What follows belongs to an exercise in optimizing a design on an open flow for small area and a short achievable clock period; a production flow would make more cautious choices.
Only simulation tests tie the RTL to the original design; equivalence was not proved.
No activity file was given, so power comes from the tool's default toggle rates.

`config.mk`:
```
export PLATFORM = sky130hd
export DESIGN_NAME = shooter_top
export DESIGN_NICKNAME = shooter_top
export VERILOG_FILES = /design/flow/design.v
export SDC_FILE = /design/flow/constraint.sdc
export NUM_CORES = 4
export LEC_CHECK = 0
export ABC_AREA = 1
export CAP_MARGIN = 20
export CORE_MARGIN = 2
export CORE_UTILIZATION = 70
export CTS_CLUSTER_DIAMETER = 80
export CTS_CLUSTER_SIZE = 22
export SLEW_MARGIN = 20
```
`constraint.sdc`:
```
create_clock -name core_clock -period 48.0 [get_ports {CLK}]
set_input_delay 9.6000 -clock core_clock [delete_from_list [all_inputs] [get_ports {CLK}]]
set_output_delay 9.6000 -clock core_clock [all_outputs]
set_load 0.01 [all_outputs]
```
`design.v`:
```
`timescale 1ns/100ps
`default_nettype none
package game_pkg;
	typedef logic [3:0]  angle_t;     
	typedef logic [7:0]  dist_t;      
	typedef logic [16:0] score_t;
	typedef logic [4:0][3:0] bcd_digits_t;  
	typedef enum logic [1:0] {
		WPN_SPREAD = 2'd0,
		WPN_TRIPLE = 2'd1,
		WPN_HEAVY  = 2'd2
	} weapon_t;
	typedef enum logic [2:0] {
		KIND_0 = 3'd0,
		KIND_1 = 3'd1,
		KIND_2 = 3'd2,
		KIND_3 = 3'd3,
		KIND_4 = 3'd4
	} enemy_kind_t;
	function automatic logic [3:0] enemy_health(enemy_kind_t kind);
		case (kind)
			3'd0:  enemy_health = 4'd6;
			3'd1:  enemy_health = 4'd3;
			3'd2:  enemy_health = 4'd2;
			3'd3:  enemy_health = 4'd9;
			default: enemy_health = 4'd15;
		endcase
	endfunction
	function automatic dist_t enemy_speed(enemy_kind_t kind);
		case (kind)
			3'd0:  enemy_speed = 8'd3;
			3'd1:  enemy_speed = 8'd4;
			3'd2:  enemy_speed = 8'd5;
			3'd3:  enemy_speed = 8'd2;
			default: enemy_speed = 8'd1;
		endcase
	endfunction
	function automatic dist_t enemy_expiry(enemy_kind_t kind);
		case (kind)
			3'd0:  enemy_expiry = 8'd15;
			3'd1:  enemy_expiry = 8'd8;
			3'd2:  enemy_expiry = 8'd8;
			3'd3:  enemy_expiry = 8'd42;
			default: enemy_expiry = 8'd46;
		endcase
	endfunction
	function automatic logic [3:0] kill_points(enemy_kind_t kind);
		case (kind)
			3'd0:  kill_points = 4'd6;
			3'd1:  kill_points = 4'd3;
			3'd2:  kill_points = 4'd2;
			3'd3:  kill_points = 4'd9;
			default: kill_points = 4'd5;
		endcase
	endfunction
	function automatic dist_t bullet_speed(weapon_t wpn);
		case (wpn)
			2'd0: bullet_speed = 8'd7;
			2'd1: bullet_speed = 8'd5;
			default:    bullet_speed = 8'd4;
		endcase
	endfunction
	function automatic logic [3:0] bullet_damage(weapon_t wpn);
		case (wpn)
			2'd0: bullet_damage = 4'd2;
			2'd1: bullet_damage = 4'd3;
			default:    bullet_damage = 4'd9;
		endcase
	endfunction
	function automatic logic [2:0] fan_size(weapon_t wpn);
		case (wpn)
			2'd0: fan_size = 3'd5;
			2'd1: fan_size = 3'd3;
			default:    fan_size = 3'd1;
		endcase
	endfunction
endpackage
`default_nettype wire
`timescale 1ns/100ps
`default_nettype none
module game_control (
	input  logic   CLK,
	input  logic   RESET,
	input  logic   game_tick,                          
	input  logic   weapon_switch,                      
	input  logic   fire,
	input  logic   rotate_cw,
	input  logic   rotate_ccw,
	output game_pkg::angle_t ship_angle,
	output game_pkg::weapon_t weapon,
	output logic   busy,
	output logic   spawn_en,
	output logic   fire_step,
	output logic   fire_en,
	output logic   enemy_step,
	output logic   sweep_en,
	output logic   turn_en,
	output logic   load_en,
	output logic   load_last
);
	localparam int BTN_CCW = 0;
	localparam int BTN_CW  = 1;
	localparam int BTN_FIRE = 2;
	localparam int BTN_WPN = 3;
	localparam int STEP_W = $clog2(35);
	localparam logic [STEP_W - 1:0] STEP_SPAWN = 0;
	localparam logic [STEP_W - 1:0] STEP_FIRE  = 1;
	localparam logic [STEP_W - 1:0] STEP_ENEMY = 2;
	localparam logic [STEP_W - 1:0] STEP_SWEEP = 3;    
	localparam logic [STEP_W - 1:0] STEP_LAST  = STEP_W'(35 - 1);
	logic [3:0] btn_pins;
	logic [3:0] sync_a;
	logic [3:0] sync_b;
	logic [3:0] sync_prev;
	logic [3:0] btn_fall;
	logic       fire_pending;
	logic [STEP_W - 1:0] step;
	assign btn_pins = {weapon_switch, fire, rotate_cw, rotate_ccw};
	always_ff @(posedge CLK) begin
		if (RESET) begin
			sync_a    <= '1;                              
			sync_b    <= '1;
			sync_prev <= '1;
		end else begin
			sync_a    <= btn_pins;
			sync_b    <= sync_a;
			sync_prev <= sync_b;
		end
	end
	assign btn_fall = sync_prev & ~sync_b;
	always_ff @(posedge CLK) begin
		if (RESET)
			ship_angle <= '0;
		else
			ship_angle <= ship_angle + game_pkg::angle_t'(btn_fall[BTN_CCW])
				- game_pkg::angle_t'(btn_fall[BTN_CW]);
	end
	always_ff @(posedge CLK) begin
		if (RESET) begin
			weapon <= game_pkg::WPN_SPREAD;
		end else if (btn_fall[BTN_WPN]) begin
			case (weapon)
				game_pkg::WPN_SPREAD: weapon <= game_pkg::WPN_TRIPLE;
				game_pkg::WPN_TRIPLE: weapon <= game_pkg::WPN_HEAVY;
				default:    weapon <= game_pkg::WPN_SPREAD;
			endcase
		end
	end
	always_ff @(posedge CLK) begin
		if (RESET)
			fire_pending <= 1'b0;
		else
			fire_pending <= (fire_pending & ~fire_en) | btn_fall[BTN_FIRE];
	end
	always_ff @(posedge CLK) begin
		if (RESET)
			busy <= 1'b0;
		else if (!busy)
			busy <= game_tick;
		else if (step == STEP_LAST)
			busy <= 1'b0;
	end
	always_ff @(posedge CLK) begin
		if (!busy)
			step <= STEP_SPAWN;
		else
			step <= step + 1'b1;
	end
	assign spawn_en   = busy & (step == STEP_SPAWN);
	assign fire_step  = busy & (step == STEP_FIRE);
	assign fire_en    = fire_step & fire_pending;
	assign enemy_step = busy & (step == STEP_ENEMY);
	assign sweep_en   = busy & (step >= STEP_SWEEP);
	assign turn_en    = busy & (step >= STEP_ENEMY);
	assign load_en    = turn_en & (step != STEP_LAST);
	assign load_last  = busy & (step == STEP_LAST - 1'b1);
endmodule
`default_nettype wire
`timescale 1ns/100ps
`default_nettype none
module enemy_table (
	input  logic        CLK,
	input  logic        RESET,
	input  logic        game_tick,
	input  logic        spawn_en,
	input  logic        enemy_step,
	input  logic        probe_valid,                 
	input  game_pkg::angle_t      probe_angle,
	input  game_pkg::dist_t       probe_dist,
	input  logic [3:0]  hit_damage,
	output logic        hit,
	output logic        kill,
	output game_pkg::enemy_kind_t kill_kind,
	output logic [$clog2(8 + 1) - 1:0] enemy_count
);
	localparam int N = 8;
	logic [15:0]       lfsr;
	logic [3:0]        kind_mod;
	game_pkg::enemy_kind_t       spawn_kind;
	logic [N - 1:0]    active;
	logic [N - 1:0]    next_active;
	game_pkg::enemy_kind_t       slot_kind   [N];
	game_pkg::angle_t            slot_angle  [N];
	game_pkg::dist_t             slot_dist   [N];
	logic [3:0]        slot_health [N];
	logic [N - 1:0]    spawn_sel;                    
	logic [N - 1:0]    match;
	logic [N - 1:0]    hit_sel;                      
	logic [N - 1:0]    expired;
	logic [3:0]        cur_health;
	logic [3:0]        left_health;
	logic [3:0]        health_bus;
	logic [$clog2(N + 1) - 1:0] next_count;
	function automatic logic le8(logic [7:0] a, logic [7:0] b);
		logic gt;
		gt = 1'b0;
		for (int i = 0; i < 8; i++)
			gt = (a[i] & ~b[i]) | (~(a[i] ^ b[i]) & gt);
		le8 = ~gt;
	endfunction
	always_ff @(posedge CLK) begin
		if (RESET)
			lfsr <= 16'hACE1;
		else if (game_tick)
			lfsr <= {lfsr[14:0], lfsr[15] ^ lfsr[13] ^ lfsr[12] ^ lfsr[10]};
	end
	assign kind_mod   = lfsr[11:8] % 4'd5;
	assign spawn_kind = game_pkg::enemy_kind_t'(kind_mod[2:0]);
	always_comb begin
		logic seen_free;
		logic seen_hit;
		seen_free = 1'b0;
		seen_hit  = 1'b0;
		for (int i = 0; i < N; i++) begin
			match[i]     = active[i] && slot_angle[i] == probe_angle && le8(slot_dist[i], probe_dist);
			spawn_sel[i] = spawn_en && !active[i] && !seen_free;
			hit_sel[i]   = match[i] && !seen_hit;
			seen_free    = seen_free | !active[i];
			seen_hit     = seen_hit | match[i];
			case (slot_kind[i])
				3'd0:    expired[i] = slot_dist[i] == 8'd12;
				3'd1:    expired[i] = slot_dist[i] == 8'd4;
				3'd2:    expired[i] = slot_dist[i] == 8'd5;
				3'd3:    expired[i] = slot_dist[i] == 8'd40;
				default: expired[i] = slot_dist[i] == 8'd45;
			endcase
		end
	end
	always_comb begin
		cur_health = '0;
		kill_kind  = game_pkg::enemy_kind_t'(3'd0);
		for (int i = 0; i < N; i++) begin
			cur_health = cur_health | (slot_health[i] & {4{hit_sel[i]}});
			kill_kind  = game_pkg::enemy_kind_t'(kill_kind | (slot_kind[i] & {3{hit_sel[i]}}));
		end
	end
	assign hit         = probe_valid & (|match);
	assign kill        = hit & (hit_damage >= cur_health);
	assign left_health = cur_health - hit_damage;
	always_comb begin
		for (int i = 0; i < N; i++)
			next_active[i] = spawn_sel[i] |
				(active[i] & !(enemy_step & expired[i]) & !(kill & hit_sel[i]));
	end
	always_ff @(posedge CLK) begin
		if (RESET)
			active <= '0;
		else
			active <= next_active;
	end
	assign health_bus = spawn_en ? game_pkg::enemy_health(spawn_kind) : left_health;
	always_ff @(posedge CLK) begin
		for (int i = 0; i < N; i++) begin
			if (spawn_sel[i]) begin
				slot_kind[i]  <= spawn_kind;
				slot_angle[i] <= lfsr[3:0];
			end
			if (spawn_sel[i] || (hit && !kill && hit_sel[i]))
				slot_health[i] <= health_bus;
			if (spawn_sel[i] || enemy_step)
				slot_dist[i] <= spawn_en ? game_pkg::dist_t'(240)
					: slot_dist[i] - game_pkg::enemy_speed(slot_kind[i]);
		end
	end
	always_comb begin
		next_count = '0;
		for (int i = 0; i < N; i++)
			next_count = next_count + ($bits(next_count))'(next_active[i]);
	end
	always_ff @(posedge CLK) begin
		if (RESET)
			enemy_count <= '0;
		else
			enemy_count <= next_count;
	end
endmodule
`default_nettype wire
`timescale 1ns/100ps
`default_nettype none
module bullet_table (
	input  logic       CLK,
	input  logic       RESET,
	input  logic       fire_step,                     
	input  logic       fire_en,                       
	input  game_pkg::weapon_t    weapon,
	input  game_pkg::angle_t     ship_angle,
	input  logic       turn_en,                       
	input  logic       load_en,                       
	input  logic       load_last,                     
	input  logic       sweep_en,                      
	input  logic       hit,                           
	output logic       probe_valid,
	output game_pkg::angle_t     probe_angle,
	output game_pkg::dist_t      probe_dist,                    
	output logic [3:0] hit_damage,
	output logic [$clog2(32 + 1) - 1:0] bullet_count
);
	localparam int N = 32;
	localparam int CW = $clog2(32 + 1);
	game_pkg::angle_t  ring_angle [N];
	logic [1:0]        ring_wpn   [N];
	logic [5:0]        ring_moves [N];
	logic       stale;                                
	logic [2:0] queued;                               
	logic [2:0] fan_pos;
	game_pkg::angle_t  fan_angle;
	game_pkg::weapon_t fan_wpn;
	logic [2:0] fan_n;
	logic [CW - 1:0] free_slots;
	logic [2:0] placed;
	logic       in_active;
	logic       insert;
	logic       new_active;
	logic [1:0] new_wpn;
	logic [5:0] new_moves;
	logic [5:0] new_next;
	logic       new_spent;                            
	game_pkg::dist_t  new_dist;
	game_pkg::angle_t new_angle;
	logic       head_active;
	logic       head_live;                            
	logic [1:0] head_wpn;
	logic [5:0] head_next;
	game_pkg::angle_t head_angle;
	game_pkg::dist_t  head_dist;
	logic [1:0] wb_wpn;
	function automatic game_pkg::angle_t fan_offset(logic [2:0] pos);
		case (pos)
			3'd0:    fan_offset = 4'd2;
			3'd1:    fan_offset = 4'd14;                        
			3'd2:    fan_offset = 4'd1;
			3'd3:    fan_offset = 4'd15;                        
			default: fan_offset = 4'd0;
		endcase
	endfunction
	assign fan_n      = game_pkg::fan_size(weapon);
	assign free_slots = CW'(N) - bullet_count;
	assign placed     = (free_slots >= CW'(fan_n)) ? fan_n : free_slots[2:0];
	assign in_active  = !stale && ring_wpn[0] != 2'd3;
	assign insert     = !in_active && queued != 3'd0;
	assign new_active = in_active | insert;
	assign new_wpn    = insert ? fan_wpn : ring_wpn[0];
	assign new_moves  = insert ? 6'd0 : ring_moves[0];
	assign new_next   = new_moves + 6'd1;
	assign new_angle  = insert ? game_pkg::angle_t'(fan_angle + fan_offset(fan_pos)) : ring_angle[0];
	always_comb begin
		case (new_wpn)
			2'd0:    new_spent = new_moves >= 6'd35;      
			2'd1:    new_spent = new_moves >= 6'd48;      
			default: new_spent = new_moves >= 6'd60;      
		endcase
	end
	always_comb begin
		case (new_wpn)
			2'd0:    new_dist = {new_next, 3'b000} - {2'b00, new_next};
			2'd1:    new_dist = {new_next, 2'b00} + {2'b00, new_next};
			default: new_dist = {new_next, 2'b00};
		endcase
	end
	always_ff @(posedge CLK) begin
		head_active <= new_active;
		head_live   <= new_active & !new_spent;
		head_wpn    <= new_wpn;
		head_next   <= new_next;
		head_angle  <= new_angle;
		head_dist   <= new_dist;
	end
	assign probe_valid = sweep_en & head_live;
	assign probe_angle = head_angle;
	assign probe_dist  = head_dist;
	assign hit_damage  = game_pkg::bullet_damage(game_pkg::weapon_t'(head_wpn));
	assign wb_wpn      = (probe_valid && !hit) ? head_wpn : 2'd3;
	always_ff @(posedge CLK) begin
		if (turn_en) begin
			for (int i = 0; i < N - 1; i++) begin
				ring_angle[i] <= ring_angle[i + 1];
				ring_wpn[i]   <= ring_wpn[i + 1];
				ring_moves[i] <= ring_moves[i + 1];
			end
			ring_angle[N - 1] <= head_angle;
			ring_wpn[N - 1]   <= wb_wpn;
			ring_moves[N - 1] <= head_next;
		end
	end
	always_ff @(posedge CLK) begin
		if (RESET)
			stale <= 1'b1;
		else if (load_last)
			stale <= 1'b0;
	end
	always_ff @(posedge CLK) begin
		if (fire_step) begin
			queued    <= fire_en ? placed : 3'd0;
			fan_pos   <= 3'd5 - fan_n;
			fan_angle <= ship_angle;
			fan_wpn   <= weapon;
		end else if (load_en && insert) begin
			queued  <= queued - 3'd1;
			fan_pos <= fan_pos + 3'd1;
		end
	end
	always_ff @(posedge CLK) begin
		if (RESET)
			bullet_count <= '0;
		else if (fire_en)
			bullet_count <= bullet_count + CW'(placed);
		else if (sweep_en && head_active && (!probe_valid || hit))
			bullet_count <= bullet_count - 1'b1;
	end
endmodule
`default_nettype wire
`timescale 1ns/100ps
`default_nettype none
module score_counter (
	input  logic        CLK,
	input  logic        RESET,
	input  logic        kill,
	input  game_pkg::enemy_kind_t kill_kind,
	output game_pkg::score_t      score,
	output game_pkg::bcd_digits_t score_digits
);
	logic [3:0]  points;
	logic [19:0] cur_digits;                    
	logic [19:0] next_digits;
	assign cur_digits = score_digits;
	assign points = game_pkg::kill_points(kill_kind);
	always_comb begin
		logic [4:0] sum;
		logic       carry;
		sum   = {1'b0, cur_digits[3:0]} + {1'b0, points};
		carry = sum > 5'd9;
		next_digits[3:0] = carry ? 4'(sum - 5'd10) : sum[3:0];
		for (int d = 1; d < 5; d++) begin
			if (carry)
				next_digits[d * 4 +: 4] = (cur_digits[d * 4 +: 4] == 4'd9) ? 4'd0
					: cur_digits[d * 4 +: 4] + 4'd1;
			else
				next_digits[d * 4 +: 4] = cur_digits[d * 4 +: 4];
			carry = carry & (cur_digits[d * 4 +: 4] == 4'd9);
		end
	end
	always_ff @(posedge CLK) begin
		if (RESET) begin
			score        <= '0;
			score_digits <= '0;
		end else if (kill) begin
			score        <= score + game_pkg::score_t'(points);
			score_digits <= next_digits;            
		end
	end
endmodule
`default_nettype wire
`timescale 1ns/100ps
`default_nettype none
module shooter_top (
	input  logic        CLK,
	input  logic        RESET,
	input  logic        game_tick,
	input  logic        weapon_switch,
	input  logic        fire,
	input  logic        rotate_cw,
	input  logic        rotate_ccw,
	output game_pkg::angle_t      ship_angle,
	output game_pkg::weapon_t     weapon,
	output logic        busy,
	output game_pkg::score_t      score,
	output game_pkg::bcd_digits_t score_digits,
	output logic [$clog2(8 + 1) - 1:0]  enemy_count,
	output logic [$clog2(32 + 1) - 1:0] bullet_count
);
	logic        spawn_en;
	logic        fire_step;
	logic        fire_en;
	logic        turn_en;
	logic        load_en;
	logic        load_last;
	logic        enemy_step;
	logic        sweep_en;
	logic        probe_valid;
	game_pkg::angle_t      probe_angle;
	game_pkg::dist_t       probe_dist;
	logic [3:0]  hit_damage;
	logic        hit;
	logic        kill;
	game_pkg::enemy_kind_t kill_kind;
	game_control u_control (
		.CLK(CLK), .RESET(RESET), .game_tick(game_tick),
		.weapon_switch(weapon_switch), .fire(fire),
		.rotate_cw(rotate_cw), .rotate_ccw(rotate_ccw),
		.ship_angle(ship_angle), .weapon(weapon), .busy(busy),
		.spawn_en(spawn_en), .fire_step(fire_step), .fire_en(fire_en),
		.enemy_step(enemy_step), .sweep_en(sweep_en), .turn_en(turn_en),
		.load_en(load_en), .load_last(load_last)
	);
	enemy_table u_enemies (
		.CLK(CLK), .RESET(RESET), .game_tick(game_tick),
		.spawn_en(spawn_en), .enemy_step(enemy_step),
		.probe_valid(probe_valid), .probe_angle(probe_angle),
		.probe_dist(probe_dist), .hit_damage(hit_damage),
		.hit(hit), .kill(kill), .kill_kind(kill_kind), .enemy_count(enemy_count)
	);
	bullet_table u_bullets (
		.CLK(CLK), .RESET(RESET), .fire_step(fire_step), .fire_en(fire_en),
		.weapon(weapon), .ship_angle(ship_angle), .sweep_en(sweep_en),
		.turn_en(turn_en), .load_en(load_en), .load_last(load_last),
		.hit(hit), .probe_valid(probe_valid), .probe_angle(probe_angle),
		.probe_dist(probe_dist), .hit_damage(hit_damage), .bullet_count(bullet_count)
	);
	score_counter u_score (
		.CLK(CLK), .RESET(RESET), .kill(kill), .kill_kind(kill_kind),
		.score(score), .score_digits(score_digits)
	);
endmodule
`default_nettype wire
```
`flow/run.sh`:
```
#!/bin/bash
# Standard synthesis, then the standard layout with repair_timing asked for
# extra setup slack, so the resizer also works on the paths that set the
# achieved period (ports and the reset fan-out) instead of stopping at 48 ns.
set -euo pipefail
bash standard.sh synth > synth.log 2>&1
SETUP_SLACK_MARGIN=37.5 bash standard.sh > layout.log 2>&1
```
`standard.sh`:
```
#!/bin/bash
# synth_recipe.tcl (not shown) runs the flow's synth.tcl, then flattens the netlist and writes it again
# the make line also repeats each setting of config.mk as NAME=value (left out here)
make -C /OpenROAD-flow-scripts/flow DESIGN_CONFIG=/design/flow/config.mk WORK_HOME=/design/flow/orfs CLKGATE_MAP_FILE= SYNTH_SCRIPT=/design/flow/synth_recipe.tcl "${@:-finish}"
```
==> results_dict.tcl, run 1 <==
set metrics [dict create \
    status "finished clean" \
    h-tree-depth 2 \
    port_buffers 60 \
    critPathSlowestCell "dfxtp_4" \
    crit_arrival_ns 1.07 \
    reg2regPathDepth 40 \
    antenna_found_initial 1 \
    power.leakage_uw 0.0124 \
    relSlewSlack 0.284 \
    syn_nets 2576 \
    hold_depth 1 \
    first_iter_violations 2251 \
    cp-end-kind "output port" \
    num_rows 73 \
    synth.ff_latch_count 668 \
    finalHoldViolCount 0 \
    worstSetupPathType "reg2out" \
    whs_ns 0.418 \
    ir_worst_vdd_mv 0.0356 \
    root_buffer "clkbuf_16" \
    vias_per_cell 5.91 \
    tightestPinTransition_ns 1.07 \
    yosysSeqAreaShare 0.662 \
    yosysWarnings 11 \
    reg2reg_to "u_enemies.enemy_count[2]" \
    hold_path_class "reg2reg" \
    start_util 0.713 \
    vias 18300 \
    synthCells 2416 \
    detailedPlace.worstSlack_ns 36.69 \
    totalWireLength_mm 61.9 \
    coreArea_mm2 0.0399 \
    dp.final_hpwl_mm 37.6 \
    power_uw 1090 \
    reg2reg_slack_ns 40.33 \
    globalRouteTotalUtil 0.298 \
    synth_edf_count 548 \
    yosys_most_used_dff "edfxtp_1" \
    synthToLayoutAreaGrowth_pct 10.4 \
    cts.sinks 668 \
    diodes 0 \
    clock_skew_ns 0.0175 \
    die_h_um 206 \
    cpPeakStageDelay_ns 0.37 \
    overflow 0 \
    drcViolationCount 0 \
    p_per_area_mw_per_mm2 34.8 \
    grt_max_degree 229 \
    crit_required_ns 38.40 \
    finalCriticalPeriod_ns 10.67 \
    setup-violations-final 0 \
    grt_pass1_vias 17900 \
    critical_path.top_delay_family "flip-flops" \
    cp_max_fo 4 \
    startpoint_type "flip-flop" \
    cts_tree "yes" \
    maxCapViolations 0 \
    synthArstFlopShare 0 \
    die_width_um 206 \
    cts_buffer_depth 3 \
    synth_area_leader_cell "edfxtp_1" \
    setup_ws_ns 37.33 \
    post_drt_wl_per_cell_um 20.0 \
    rr_startpoint "u_bullets.head_dist[1]" \
    detail-route-antenna-nets 0 \
    syn_area_mm2 0.0285 \
    worstHoldStart "u_control.sync_a[2]" \
    grt_pass1_wl_mm 95.6 \
    finalMaxSlewViolations 0 \
    gp_congestion 0.898 \
    fin_tns_setup_ns 0 \
    fillCellCount 2329 \
    fin_nets 2701 \
    final_util 0.788 \
    io_pins 61 \
    syn_area_per_cell_um2 11.8 \
    dieArea_mm2 0.0423 \
    synth_cell_types 62 \
    cts-buffers-inserted 38 \
    max_freq_mhz 93.7 \
    hold-path-endpoint "u_control.sync_b[2]" \
    finalCritPeriodShare 0.222 \
    dr.pass1.iters 5 \
    yosysTopAreaCellShare 0.578 \
    synth.area.top_cells "edfxtp_1, dfxtp_1, ha_1" \
    drive_gt1_frac 0.120 \
    clk_pin_slew_worst_paths_ns 0.09 \
    rsz0062_at_grt "yes" \
    clock_latency_ns 0.59 \
    worstPathCellList "buf_6" \
    cp_num_buf_inv 1 \
]
area by class of cell:
cell class | count | area (um^2) | share of cell area
Clock buffer | 57 | 1050 | 0.0335
Clock inverter | 11 | 155 | 0.00494
Inverter | 344 | 1300 | 0.0414
Multi-Input combinational cell | 1365 | 8140 | 0.259
Sequential cell | 668 | 19000 | 0.603
Tap cell | 525 | 657 | 0.0209
Timing Repair Buffer | 124 | 1160 | 0.0369
worst max path at each step:
stage                                 start                   endpoint  slack, ns  cells after the start
floorplan                         game_tick         u_enemies.lfsr[11]      37.59                      5
global placement                      RESET             u_control.busy      36.73                      6
detailed placement                    RESET  u_bullets.bullet_count[1]      36.69                      6
CTS                        u_score.score[8]                   score[8]      37.30                      1
global route        u_control.ship_angle[2]              ship_angle[2]      37.30                      1
finish                     u_score.score[8]                   score[8]      37.33                      1
metrics by stage:
step,std cells,area [um^2]
final,3094,31400
after global routing,3094,31400
after CTS,3089,31400
after detailed placement,2972,29600
after floorplan,2416,28500
after global placement,2972,29600
logic make-up after synthesis:
family | share of synthesized area
AO/OA/AOI/OAI | 0.0605
adder cells (fa/ha/maj) | 0.0722
flip-flops | 0.662
XOR/XNOR | 0.0191
AND/OR/NAND/NOR | 0.134
buffers and inverters | 0.0522
power breakdown:
part | leakage (uW) | total (uW) | internal (uW) | switching, uW
Clock | 0.000582 | 353 | 168 | 185
Sequential | 0.00598 | 662 | 649 | 12.6
Combinational | 0.00585 | 78.8 | 24.9 | 53.9
synth_stat cells (all sizes together) (21+ instances only):
cell,instances
a21oi,104
dfxtp,120
edfxtp,548
ha,134
inv,344
nand2,389
nand3,117
nand4,23
nor2,241
nor3,33
o21ai,96
or2,36
xnor2,21
xor2,41
sequential cells by signal, summed over array words and instances (netlist names), 4 cells and up:
signal	flops
u_bullets.bullet_count	6
u_bullets.fan_angle	4
u_bullets.head_angle	4
u_bullets.head_dist	8
u_bullets.head_next	6
u_bullets.ring_angle	128
u_bullets.ring_moves	192
u_bullets.ring_wpn	64
u_control.ship_angle	4
u_control.step	6
u_control.sync_a	4
u_control.sync_b	4
u_control.sync_prev	4
u_enemies.active	8
u_enemies.enemy_count	4
u_enemies.lfsr	16
u_enemies.slot_angle	32
u_enemies.slot_dist	64
u_enemies.slot_health	32
u_enemies.slot_kind	24
u_score.score	17
u_score.score_digits	20
metal layers:
layer  vias to the layer above  routed length (um)  global-route usage
met5                         -                   0                   0
met4                         0                2730               0.139
met3                       182                5030              0.0519
met2                       868               29300               0.482
met1                      8724               24900               0.399
li1                       8498                   -                   -
worst reg2reg max path: cells and delay by family (launching register included):
kind / cells / cell delay (ns)
AOI/OAI and AO/OA: 3 / 0.78
xor gates and xnor gates: 1 / 0.22
adders and majority gates: 8 / 3.08
buffers and inverters: 4 / 0.87
DFF: 1 / 0.30
and+or+nand+nor: 24 / 2.26
placed cells by master, fill, tap and decap left out, types with 7 or more instances in the layout:
cell / count
edfxtp_1: 548
nand2_1: 380
inv_1: 331
nor2_1: 237
ha_1: 134
nand3_1: 104
a21oi_1: 100
o21ai_0: 75
dfxtp_1: 68
buf_4: 62
buf_6: 52
xor2_1: 41
clkbuf_16: 39
or2_2: 35
dfxtp_2: 33
nor3_1: 30
nand4_1: 23
xnor2_1: 21
o21ai_1: 20
fa_1: 19
dfxtp_4: 19
a211oi_1: 17
clkbuf_1: 17
nand3_2: 13
inv_2: 10
nor4_1: 10
o22ai_1: 9
o211ai_1: 7
what timing repair did:
action                                 in CTS  in global routing
hold buffers                                0                  0
setup buffers                              49                  4
endpoints found under the hold margin       0                  0
resized for setup                         348                  4
setup endpoints to repair                  80                 55
==> inputs of run 2 (changes only) <==
==> run.sh (new file) <==
#!/bin/bash
# synth_recipe.tcl (not shown) runs the flow's synth.tcl, then flattens the netlist and writes it again
# the make line also repeats each setting of config.mk as NAME=value (left out here)
make -C /OpenROAD-flow-scripts/flow DESIGN_CONFIG=/design/flow/config.mk WORK_HOME=/design/flow/orfs CLKGATE_MAP_FILE= SYNTH_SCRIPT=/design/flow/synth_recipe.tcl finish
removed: flow/run.sh
removed: standard.sh
==> run 2 against run 1 <==
- still clean on timing, DRC and antenna
- die area is the same
- clock skew down 0.0015 ns
- area after synthesis unchanged
- worst setup slack got worse by 0.63 ns
- cell count fell by 1.7%
- critical path depth is the same
- cell area down 1.8%
- via count down 2.4%
- combinational power is 3.0% lower
- critical path type unchanged
- highest routed layer is now met5
==> results_dict.tcl, run 2 <==
set metrics [dict create \
    finalCritPeriodShare 0.236 \
    h-tree-depth 2 \
    max_freq_mhz 88.5 \
    hold_path_class "reg2reg" \
    cpPeakStageDelay_ns 0.62 \
    swShare 0.230 \
    layout_commonest_cell "edfxtp_1" \
    relSlewSlack 0.242 \
    dieArea_mm2 0.0423 \
    cp.depth 1 \
    power.leakage_uw 0.0120 \
    reg2reg_slack_ns 40.38 \
    regArea_mm2 0.0189 \
    synth.area.top_cells "edfxtp_1, dfxtp_1, ha_1" \
    crit_arrival_ns 1.71 \
    globalRouteTotalUtil 0.292 \
    status "finished clean" \
    startpoint_type "flip-flop" \
    fin_nets 2648 \
    yosysTopAreaCellShare 0.578 \
    finalCriticalPeriod_ns 11.31 \
    cts-resized-gates 0 \
    synth_edf_count 548 \
    hold_depth 1 \
    io_pins 61 \
    synthToLayoutAreaGrowth_pct 8.42 \
    fillCellCount 2398 \
    grt_max_degree 229 \
    dr.pass1.iters 7 \
    post_cts_buffers 0 \
    post_drt_wl_per_cell_um 19.9 \
    coreArea_mm2 0.0399 \
    clock_latency_ns 0.59 \
    top_register "u_bullets.ring_moves" \
    die_width_um 206 \
    p_comb_frac 0.070 \
    yosys.cell_count.top_type "edfxtp_1" \
    synthArstFlopShare 0 \
    multi_input_area_mm2 0.00814 \
    critPathSlowestCell "clkdlybuf4s50_1" \
    syn_area_per_cell_um2 11.8 \
    setup-violations-final 0 \
    p_int_uw 841 \
    cts_buffer_depth 3 \
    totalWireLength_mm 60.4 \
    clk_pin_slew_worst_paths_ns 0.08 \
    overflow 0 \
    finalMaxSlewViolations 0 \
    tightestPinTransition_ns 1.13 \
    reg2reg_to "u_enemies.enemy_count[2]" \
    num_rows 73 \
    cp_max_fo 10 \
    cts.sinks 668 \
    worstSetupPathType "reg2out" \
    crit_required_ns 38.40 \
    synth_common_cells "edfxtp_1, nand2_1, inv_1, nor2_1, ha_1" \
    reg_top3 "u_bullets.ring_moves: 192 flops, u_bullets.ring_angle: 128 flops" \
    final_util 0.774 \
    cts_tree "yes" \
    maxCapViolations 0 \
    cp-end-kind "output port" \
    antenna_found_initial 1 \
    switching_power_uw 251 \
    vias_per_cell 5.86 \
    hold-path-endpoint "u_control.sync_b[2]" \
    start_util 0.713 \
    layout_common_cells "edfxtp_1, nand2_1, inv_1" \
    rsz0062_at_grt "no" \
    grt_pass1_wl_mm 93.6 \
    drcViolationCount 0 \
    reg2regPathDepth 40 \
    worstHoldStart "u_control.sync_a[2]" \
    first_iter_violations 2058 \
    clock_skew_ns 0.0160 \
    yosys_most_used_dff "edfxtp_1" \
    dp.final_hpwl_mm 37.6 \
    yosysSeqAreaShare 0.662 \
    root_buffer "clkbuf_16" \
    syn_nets 2576 \
    rr_startpoint "u_bullets.head_dist[1]" \
    drive_gt1_frac 0.0584 \
    ir_worst_vdd_mv 0.0355 \
    gp_congestion 0.898 \
    synth_area_leader_cell "edfxtp_1" \
    cp_num_buf_inv 1 \
    clkPwrFrac 0.323 \
    die_h_um 206 \
    cts_hold_buf 0 \
    finalHoldViolCount 0 \
    detail-route-antenna-nets 0 \
    port_buffers 60 \
    yosysWarnings 11 \
    critical_path.top_delay_family "buffers and inverters" \
    synthCells 2416 \
    seqPwrFrac 0.607 \
    p_per_area_mw_per_mm2 35.4 \
    synth.ff_latch_count 668 \
    syn_area_mm2 0.0285 \
    cts-buffers-inserted 38 \
    fin_tns_setup_ns 0 \
    vias 17800 \
    worstPathCellList "clkdlybuf4s50_1" \
    synth_cell_types 62 \
    grt_pass1_vias 17400 \
    largest_reg_flops 192 \
]
-- run 2: changes by cell type in the layout (fill, tap and decap cells not counted), sizes merged --
cell           delta
clkbuf            -1
buf             -107
diode             +1
inv               +1
clkinvlp          -1
clkdlybuf4s50    +55
-- run 2: layer usage --
layer | wire length (um) | GRT usage | part of all wire | up-vias
met3 | 4710 | 0.0540 | 0.078 | 176
li1 | - | - | - | 8376
met4 | 2790 | 0.135 | 0.046 | 2
met1 | 24600 | 0.394 | 0.41 | 8538
met2 | 28300 | 0.466 | 0.47 | 742
met5 | 17 | 0 | 0.00028 | -
-- run 2: power groups by stage --
stage | logic [uW] | clock network (uW) | registers (uW)
after floorplan | 51.2 | 0 | 674
after global placement | 70.4 | 0 | 674
after detailed placement | 74.0 | 0 | 675
after CTS | 75.2 | 359 | 662
after global routing | 85.7 | 376 | 664
final | 76.4 | 353 | 662
-- run 2: worst reg2reg max path: cells and delay by family (launching register included) --
kind | cells | cell delay (ns)
AO/OA/AOI/OAI | 3 | 0.77
XOR/XNOR | 1 | 0.21
adder cells (fa/ha/maj) | 8 | 3.06
buffers and inverters | 4 | 0.89
flip-flops | 1 | 0.30
AND/OR/NAND/NOR | 24 | 2.25
-- run 2: final cells by class --
cell class	instances	area share
Clock inverter	11	0.00503
Clock buffer	57	0.0341
Inverter	344	0.0421
Antenna cell	1	0.0000811
Tap cell	525	0.0213
Timing Repair Buffer	71	0.0230
Multi-Input combinational cell	1365	0.264
Sequential cell	668	0.611
-- run 2: cell families (layout without fill, tap and decap cells) --
| group | count (synthesis) | in the layout | share of synthesized area |
|---|---|---|---|
| xor gates and xnor gates | 62 | 62 | 0.0191 |
| other | 0 | 1 | 0 |
| DFF | 668 | 668 | 0.662 |
| and+or+nand+nor | 863 | 863 | 0.134 |
| adders and majority gates | 153 | 153 | 0.0722 |
| AOI/OAI and AO/OA | 287 | 287 | 0.0605 |
| buffers and inverters | 383 | 483 | 0.0522 |
-- run 2: stage by stage --
stage                     setup WS (ns)  instances  area (um^2)  hold WS (ns)  power [uW]
final                             36.70       3042        30900         0.416        1090
after global routing              36.57       3041        30900         0.421        1130
after detailed placement          36.69       2972        29600         0.390         749
after floorplan                   37.59       2416        28500         0.386         725
after CTS                         36.66       3040        30800         0.415        1100
after global placement            36.73       2972        29600         0.390         744
-- run 2: how the worst max path moves through the flow --
stage                              start                        end
after floorplan                game_tick         u_enemies.lfsr[11]
after global placement             RESET             u_control.busy
after detailed placement           RESET  u_bullets.bullet_count[1]
after CTS                 u_control.busy                       busy
after global routing      u_control.busy                       busy
final                     u_control.busy                       busy

afterwards: timing with drivers on the ports:
Ports are ideal in the flow. The routed layouts listed here were re-timed in OpenROAD.
Step 1 (the two cells are an assumption about what drives the block):
set clk [get_ports {CLK}]
set_driving_cell -lib_cell sky130_fd_sc_hd__clkbuf_16 $clk
set_driving_cell -lib_cell sky130_fd_sc_hd__buf_2 [delete_from_list [all_inputs] $clk]
Step 2 adds t to the input delays and takes it off the output delays; t is the mean of the earliest and latest rising clock arrival at the registers after step 1. Input paths then give back, and output paths get back, about the clock's delay inside the block.
a / b / c = ideal ports / drivers / drivers and shift; a / b = the first two.
run | t, ns | setup WS [ns] | latest minus earliest clock arrival (ns) | slew at the worst register clock pin (ns)
run 1 | 0.637 | 37.327 / 37.266 / 37.031 | 0.021 / 0.021 | 0.09 / 0.09
run 2 | 0.635 | 36.695 / 36.636 / 36.702 | 0.021 / 0.021 | 0.09 / 0.09
After both steps every run listed still meets setup and hold. The setup slack of run 1, which loses most, moves by -0.061 ns with the drivers and by -0.296 ns with both steps.
